Context: an optimization exercise on an open-source flow, tuned for small area. The choices shown serve that exercise and are no tape-out recipe.
Only simulation tests tie the RTL to the original design; equivalence was not proved.
Power is estimated from default activity; no workload was simulated.

==> flow/design.v <==
`default_nettype none
package interp_cmd_pkg;
    typedef enum logic [8-1:0] {
        OP_ADD_ACC      = 8'h41,  
        OP_SET_END      = 8'h44,  
        OP_WRITE_CLK    = 8'h43,  
        OP_READ_ACC_POS = 8'h47,  
        OP_READ_MEM     = 8'h4C,  
        OP_RESET_CORE   = 8'h52,  
        OP_STOP_CLK     = 8'h53,  
        OP_SET_TIMEOUT  = 8'h54,  
        OP_LOAD_UPPER   = 8'h55,  
        OP_WRITE_MEM    = 8'h57,  
        OP_GET_ACC      = 8'h61,  
        OP_LOAD_LOWER   = 8'h6C,  
        OP_PING         = 8'h70,  
        OP_RESUME_CLK   = 8'h72,  
        OP_UNTIL        = 8'h75   
    } opcode_t;
    typedef logic [24-1:0] arg_t;
    typedef enum logic [1:0] {
        ACC_NONE,
        ACC_LOAD_UPPER,
        ACC_LOAD_LOWER,
        ACC_ADD
    } acc_op_t;
    typedef enum logic [2:0] {
        CORE_NONE,
        CORE_WRITE_CLK,
        CORE_STOP_CLK,
        CORE_RESUME_CLK,
        CORE_RESET,
        CORE_SET_TIMEOUT,
        CORE_SET_END,
        CORE_UNTIL
    } core_cmd_t;
endpackage
`default_nettype wire
`default_nettype none
package interp_bus_pkg;
    typedef logic [31:0] word_t;
    typedef logic [31:0] addr_t;
    typedef logic [63:0] acc_t;
    typedef logic [31:0] cycles_t;
endpackage
`default_nettype wire
`default_nettype none
module debug_interpreter (
    input  wire          clk,
    input  wire          reset,
    input  wire          uart_rx_empty,
    input  wire          uart_read_response,
    input  wire [31:0]   uart_read_data,
    output logic         uart_read,
    input  wire          uart_write_response,
    output logic         uart_write,
    output logic [31:0]  uart_write_data,
    input  wire          finish_execution,
    output logic         core_clk_enable,
    output logic         core_reset,
    output logic         write_pulse,
    output logic [31:0]  num_of_cycles_to_pulse,
    output logic         reset_bus,
    output logic         memory_mux_selector,
    output logic [31:0]  end_position,
    output logic         memory_read,
    output logic         memory_write,
    output logic [31:0]  address,
    output logic [31:0]  write_data,
    input  wire  [31:0]  read_data
);
    localparam logic [4:0]
        S_IDLE   = 5'd0,
        S_FETCH  = 5'd1,
        S_DECODE = 5'd2,
        S_POST   = 5'd3,    
        S_DWAIT  = 5'd4,
        S_FDATA  = 5'd5,
        S_W1     = 5'd6,    
        S_MEM1   = 5'd7,
        S_MEM2   = 5'd8,    
        S_MEM3   = 5'd9,    
        S_MEM4   = 5'd10,
        S_TX0    = 5'd11,
        S_TX1    = 5'd12,   
        S_TXW    = 5'd13,
        S_TXD    = 5'd14,
        S_CSTART = 5'd15,
        S_RST    = 5'd16,
        S_RDONE  = 5'd17,
        S_EN     = 5'd18,
        S_RUN    = 5'd19,
        S_UDONE  = 5'd20;
    logic [4:0]  st;
    logic [31:0] cw;
    logic [31:0] wc;
    logic [31:0] acc;
    logic [23:0] timeout;
    logic [23:0] endp;
    logic        rep;       
    logic        wp;
    logic        mw;
    logic        rb;
    logic        clk_en;
    logic        msel;
    logic        rst_q;     
    logic        x_A, x_U, x_l, x_T, x_a, x_G, x_LW;
    wire [7:0]  op  = cw[7:0];
    wire [23:0] arg = cw[31:8];
    wire op_p = op == 8'h70;
    wire op_a = op == 8'h61;
    wire op_U = op == 8'h55;
    wire op_l = op == 8'h6C;
    wire op_A = op == 8'h41;
    wire op_W = op == 8'h57;
    wire op_L = op == 8'h4C;
    wire op_G = op == 8'h47;
    wire op_C = op == 8'h43;
    wire op_S = op == 8'h53;
    wire op_r = op == 8'h72;
    wire op_T = op == 8'h54;
    wire op_D = op == 8'h44;
    wire op_R = op == 8'h52;
    wire op_u = op == 8'h75;
    wire in_dec  = st == S_DECODE;
    wire in_post = st == S_POST;
    wire in_cnt  = st == S_RST || st == S_RUN;
    wire in_clr  = st == S_CSTART || st == S_EN;
    wire in_rd   = st == S_MEM3;
    always_ff @(posedge clk) begin
        x_A  <= !reset && in_dec && op_A;
        x_U  <= !reset && in_dec && op_U;
        x_l  <= !reset && in_dec && op_l;
        x_T  <= !reset && in_dec && op_T;
        x_a  <= !reset && in_dec && op_a;
        x_G  <= !reset && in_dec && op_G;
        x_LW <= !reset && in_dec && (op_L || op_W);
    end
    wire a_hi   = x_A || x_l || x_a || x_G;
    wire a_lo   = x_A || x_U || x_a || x_G;
    wire b_slo  = x_A || x_l || x_T;
    wire b_shi  = x_A || x_T;
    wire b_addr = x_G || x_LW;
    wire b_up   = x_U;
    wire a_wc   = !rst_q && !(x_A || x_U || x_l || x_T || x_a || x_G || x_LW) && !in_clr && !in_rd;
    wire [31:0] a_op = ({32{a_wc}} & wc)
                     | ({{24{a_hi}}, {8{a_lo}}} & acc);
    wire [31:0] b_op = ({{24{b_shi}}, {8{b_slo}}} & {{8{arg[23]}}, arg})
                     | ({32{b_addr}} & {6'b0, arg, 2'b00})
                     | ({32{b_up}} & {arg, 8'b0})
                     | ({32{in_rd}} & read_data)
                     | {30'b0, in_cnt && !(st == S_RUN && run_end), in_clr};
    wire [31:0] sum = a_op + b_op;
    wire run_end = finish_execution || (wc[24:1] == timeout);
    wire ld_acc  = rst_q || x_U || x_l || x_A;
    wire ld_tmo  = rst_q || x_T;
    wire ld_end  = reset || (in_post && op_D);
    always_ff @(posedge clk) begin
        if (ld_acc) acc     <= sum;
        if (ld_tmo) timeout <= sum[23:0];
        if (ld_end) endp    <= reset ? 24'd0 : arg;
        rst_q <= reset;
        wc <= sum;
    end
    always_ff @(posedge clk) begin
        wp <= 1'b0;
        mw <= 1'b0;
        rb <= 1'b0;
        if (reset) begin
            st      <= S_IDLE;
            rep     <= 1'b0;
            clk_en  <= 1'b0;
            msel    <= 1'b0;
            rb      <= 1'b1;
        end else begin
            case (st)
                S_IDLE:  if (!uart_rx_empty) st <= S_FETCH;
                S_FETCH: if (uart_read_response) begin
                    cw <= uart_read_data;
                    st <= S_DECODE;
                end
                S_DECODE: begin
                    st <= S_IDLE;
                    if (op_p || op_a) st <= S_TX0;
                    if (op_W) st <= S_DWAIT;
                    if (op_L || op_G) st <= S_MEM1;
                    if (op_C || op_S || op_r || op_D) st <= S_POST;
                    if (op_R || op_u) st <= S_CSTART;
                end
                S_POST, S_W1: begin
                    st <= uart_rx_empty ? S_IDLE : S_FETCH;
                    if (st == S_W1) mw <= 1'b1;
                    else begin
                        if (op_C) begin
                            clk_en <= 1'b1;
                            wp     <= 1'b1;
                        end
                        if (op_S) clk_en <= 1'b0;
                        if (op_r) clk_en <= 1'b1;
                    end
                end
                S_DWAIT: if (!uart_rx_empty) st <= S_FDATA;
                S_FDATA: if (uart_read_response) begin
                    cw <= uart_read_data;
                    st <= S_W1;
                end
                S_MEM1: st <= S_MEM2;
                S_MEM2: st <= S_MEM3;
                S_MEM3: st <= S_MEM4;
                S_MEM4: st <= S_TX0;
                S_TX0:  st <= S_TX1;
                S_TX1, S_TXW: st <= uart_write_response ? S_TXD : S_TXW;
                S_TXD: begin
                    rep <= 1'b0;
                    st  <= rep ? S_TX0 : S_IDLE;
                end
                S_CSTART: begin
                    msel   <= op_u;
                    rb     <= op_u;
                    clk_en <= 1'b1;
                    wp     <= 1'b1;
                    st     <= S_RST;
                end
                S_RST: begin
                    if (wc[5:1] == 5'd20) begin
                        clk_en <= 1'b0;
                        st     <= msel ? S_EN : S_RDONE;
                    end
                end
                S_RDONE: st <= S_IDLE;
                S_EN: begin
                    clk_en <= 1'b1;
                    wp     <= 1'b1;
                    st     <= S_RUN;
                end
                S_RUN: begin
                    if (run_end) begin
                        clk_en <= 1'b0;
                        msel   <= 1'b0;
                        rb     <= 1'b1;
                        st     <= S_UDONE;
                    end
                end
                S_UDONE: begin
                    rep <= 1'b1;
                    st  <= S_TX0;
                end
                default: st <= S_IDLE;
            endcase
        end
    end
    assign uart_read           = (st == S_FETCH) || (st == S_FDATA);
    assign uart_write          = (st == S_TX1);
    assign uart_write_data     = op_p ? 32'h7700006A : rep ? 32'h6C75636B : wc;
    assign core_clk_enable     = clk_en;
    assign core_reset          = (st == S_RST) || (st == S_RDONE) || (st == S_EN);
    assign write_pulse         = wp;
    assign num_of_cycles_to_pulse = (st == S_RST) ? {24'd0, 8'd20}
                                  : (st == S_RUN) ? {8'd0, timeout}
                                  : {8'd0, arg};
    assign reset_bus           = rb;
    assign memory_mux_selector = msel;
    assign end_position        = {6'd0, endp, 2'b00};
    assign memory_read         = (st == S_MEM2);
    assign memory_write        = mw;
    assign address             = wc;
    assign write_data          = cw;
endmodule
`default_nettype wire
export LEC_CHECK = 0
export CAP_MARGIN = 20
export CORE_MARGIN = 2
export CORE_UTILIZATION = 40
export GPL_TIMING_DRIVEN = 0
export SLEW_MARGIN = 20
create_clock -name core_clock -period 5.0 [get_ports {clk}]
standard.sh (not shown) runs the stock make flow with config.mk's settings and CLKGATE_MAP_FILE= SYNTH_SCRIPT=/design/flow/synth_recipe.tcl, a recipe that flattens the netlist after the stock synthesis.
==> flow/flow/run.sh <==
#!/bin/bash
# Own flow: the standard layout (standard.sh, unchanged synthesis) with two
# placement/CTS options set through the environment:
#  - port buffers: every input and output port still gets its own buffer, but the
#    smallest one (buf_1) instead of the default clkdlybuf4s50_1;
#  - clock tree: clkbuf_8 buffers and no dummy loads.
# Each tool's output goes to ORFS's own logs under orfs/logs; make's output to standard.log.
set -euo pipefail
export BUFFER_PORTS_ARGS="-buffer_cell sky130_fd_sc_hd__buf_1"
export CTS_ARGS="-sink_clustering_enable -repair_clock_nets -dont_use_dummy_load -buf_list sky130_fd_sc_hd__clkbuf_8"
bash standard.sh > standard.log 2>&1
Edit:
--- a/flow/design.v
+++ b/flow/design.v
@@ -102,11 +102,10 @@
     logic        mw;
     logic        rb;
     logic        clk_en;
     logic        msel;
     logic        rst_q;     
-    logic        x_A, x_U, x_l, x_T, x_a, x_G, x_LW;
     wire [7:0]  op  = cw[7:0];
     wire [23:0] arg = cw[31:8];
     wire op_p = op == 8'h70;
     wire op_a = op == 8'h61;
     wire op_U = op == 8'h55;
@@ -125,42 +124,34 @@
     wire in_dec  = st == S_DECODE;
     wire in_post = st == S_POST;
     wire in_cnt  = st == S_RST || st == S_RUN;
     wire in_clr  = st == S_CSTART || st == S_EN;
     wire in_rd   = st == S_MEM3;
-    always_ff @(posedge clk) begin
-        x_A  <= !reset && in_dec && op_A;
-        x_U  <= !reset && in_dec && op_U;
-        x_l  <= !reset && in_dec && op_l;
-        x_T  <= !reset && in_dec && op_T;
-        x_a  <= !reset && in_dec && op_a;
-        x_G  <= !reset && in_dec && op_G;
-        x_LW <= !reset && in_dec && (op_L || op_W);
-    end
-    wire a_hi   = x_A || x_l || x_a || x_G;
-    wire a_lo   = x_A || x_U || x_a || x_G;
-    wire b_slo  = x_A || x_l || x_T;
-    wire b_shi  = x_A || x_T;
-    wire b_addr = x_G || x_LW;
-    wire b_up   = x_U;
-    wire a_wc   = !rst_q && !(x_A || x_U || x_l || x_T || x_a || x_G || x_LW) && !in_clr && !in_rd;
+    wire a_hi   = in_dec && (op_A || op_l || op_a || op_G);
+    wire a_lo   = in_dec && (op_A || op_U || op_a || op_G);
+    wire b_slo  = (in_dec && (op_A || op_l || op_T)) || (in_post && op_D);
+    wire b_shi  = (in_dec && (op_A || op_T)) || (in_post && op_D);
+    wire b_addr = in_dec && (op_L || op_G || op_W);
+    wire b_up   = in_dec && op_U;
+    wire a_wc   = !rst_q && !(in_dec && (op_U || op_l || op_A || op_T || op_a || op_L || op_G || op_W))
+                  && !(in_post && op_D) && !in_clr && !in_rd;
     wire [31:0] a_op = ({32{a_wc}} & wc)
                      | ({{24{a_hi}}, {8{a_lo}}} & acc);
     wire [31:0] b_op = ({{24{b_shi}}, {8{b_slo}}} & {{8{arg[23]}}, arg})
                      | ({32{b_addr}} & {6'b0, arg, 2'b00})
                      | ({32{b_up}} & {arg, 8'b0})
                      | ({32{in_rd}} & read_data)
                      | {30'b0, in_cnt && !(st == S_RUN && run_end), in_clr};
     wire [31:0] sum = a_op + b_op;
     wire run_end = finish_execution || (wc[24:1] == timeout);
-    wire ld_acc  = rst_q || x_U || x_l || x_A;
-    wire ld_tmo  = rst_q || x_T;
+    wire ld_acc  = rst_q || (in_dec && (op_U || op_l || op_A));
+    wire ld_tmo  = rst_q || (in_dec && op_T);
     wire ld_end  = reset || (in_post && op_D);
     always_ff @(posedge clk) begin
         if (ld_acc) acc     <= sum;
         if (ld_tmo) timeout <= sum[23:0];
-        if (ld_end) endp    <= reset ? 24'd0 : arg;
+        if (ld_end) endp    <= reset ? 24'd0 : sum[23:0];
         rst_q <= reset;
         wc <= sum;
     end
     always_ff @(posedge clk) begin
         wp <= 1'b0;
What happened: Power fell by 1.3%. Clock-buffer cell count is unchanged. Die area barely changes. Flip-flop and latch count fell by 7. Non-clock buffer count rose by 13. Critical path depth rose by 3. Utilization rose by 1.3 points. Worst hold slack got worse by 0.069 ns. Register-to-register slack got worse by 0.18 ns. Routed wire length rose by 4.5%.

afterwards: timing with drivers on the ports:
In the flow no input, the clock included, has a driving cell. The finished layouts below were timed again as built, in two steps.
Step 1 sets driving cells, clkbuf_16 on the clock port and buf_2 on the other inputs (assumed; they add their load-dependent delay and slew).
Step 2 also shifts input and output timing later by t, the mid clock arrival at the registers, as if the neighbouring blocks saw the same clock.
Three values: ideal, step 1, step 2; two values: the first two.
run | t, ns | setup WS [ns] | worst hold slack (ns) | latest minus earliest clock arrival (ns) | worst slew at a driven data input, ns
the first run | 0.486 | 0.324 / 0.324 / 0.324 | 0.576 / 0.576 / 0.576 | 0.028 / 0.028 | 0.08
the second run | 0.485 | 0.142 / 0.142 / 0.142 | 0.506 / 0.506 / 0.506 | 0.039 / 0.038 | 0.07
After both steps setup and hold are still met in every run listed.
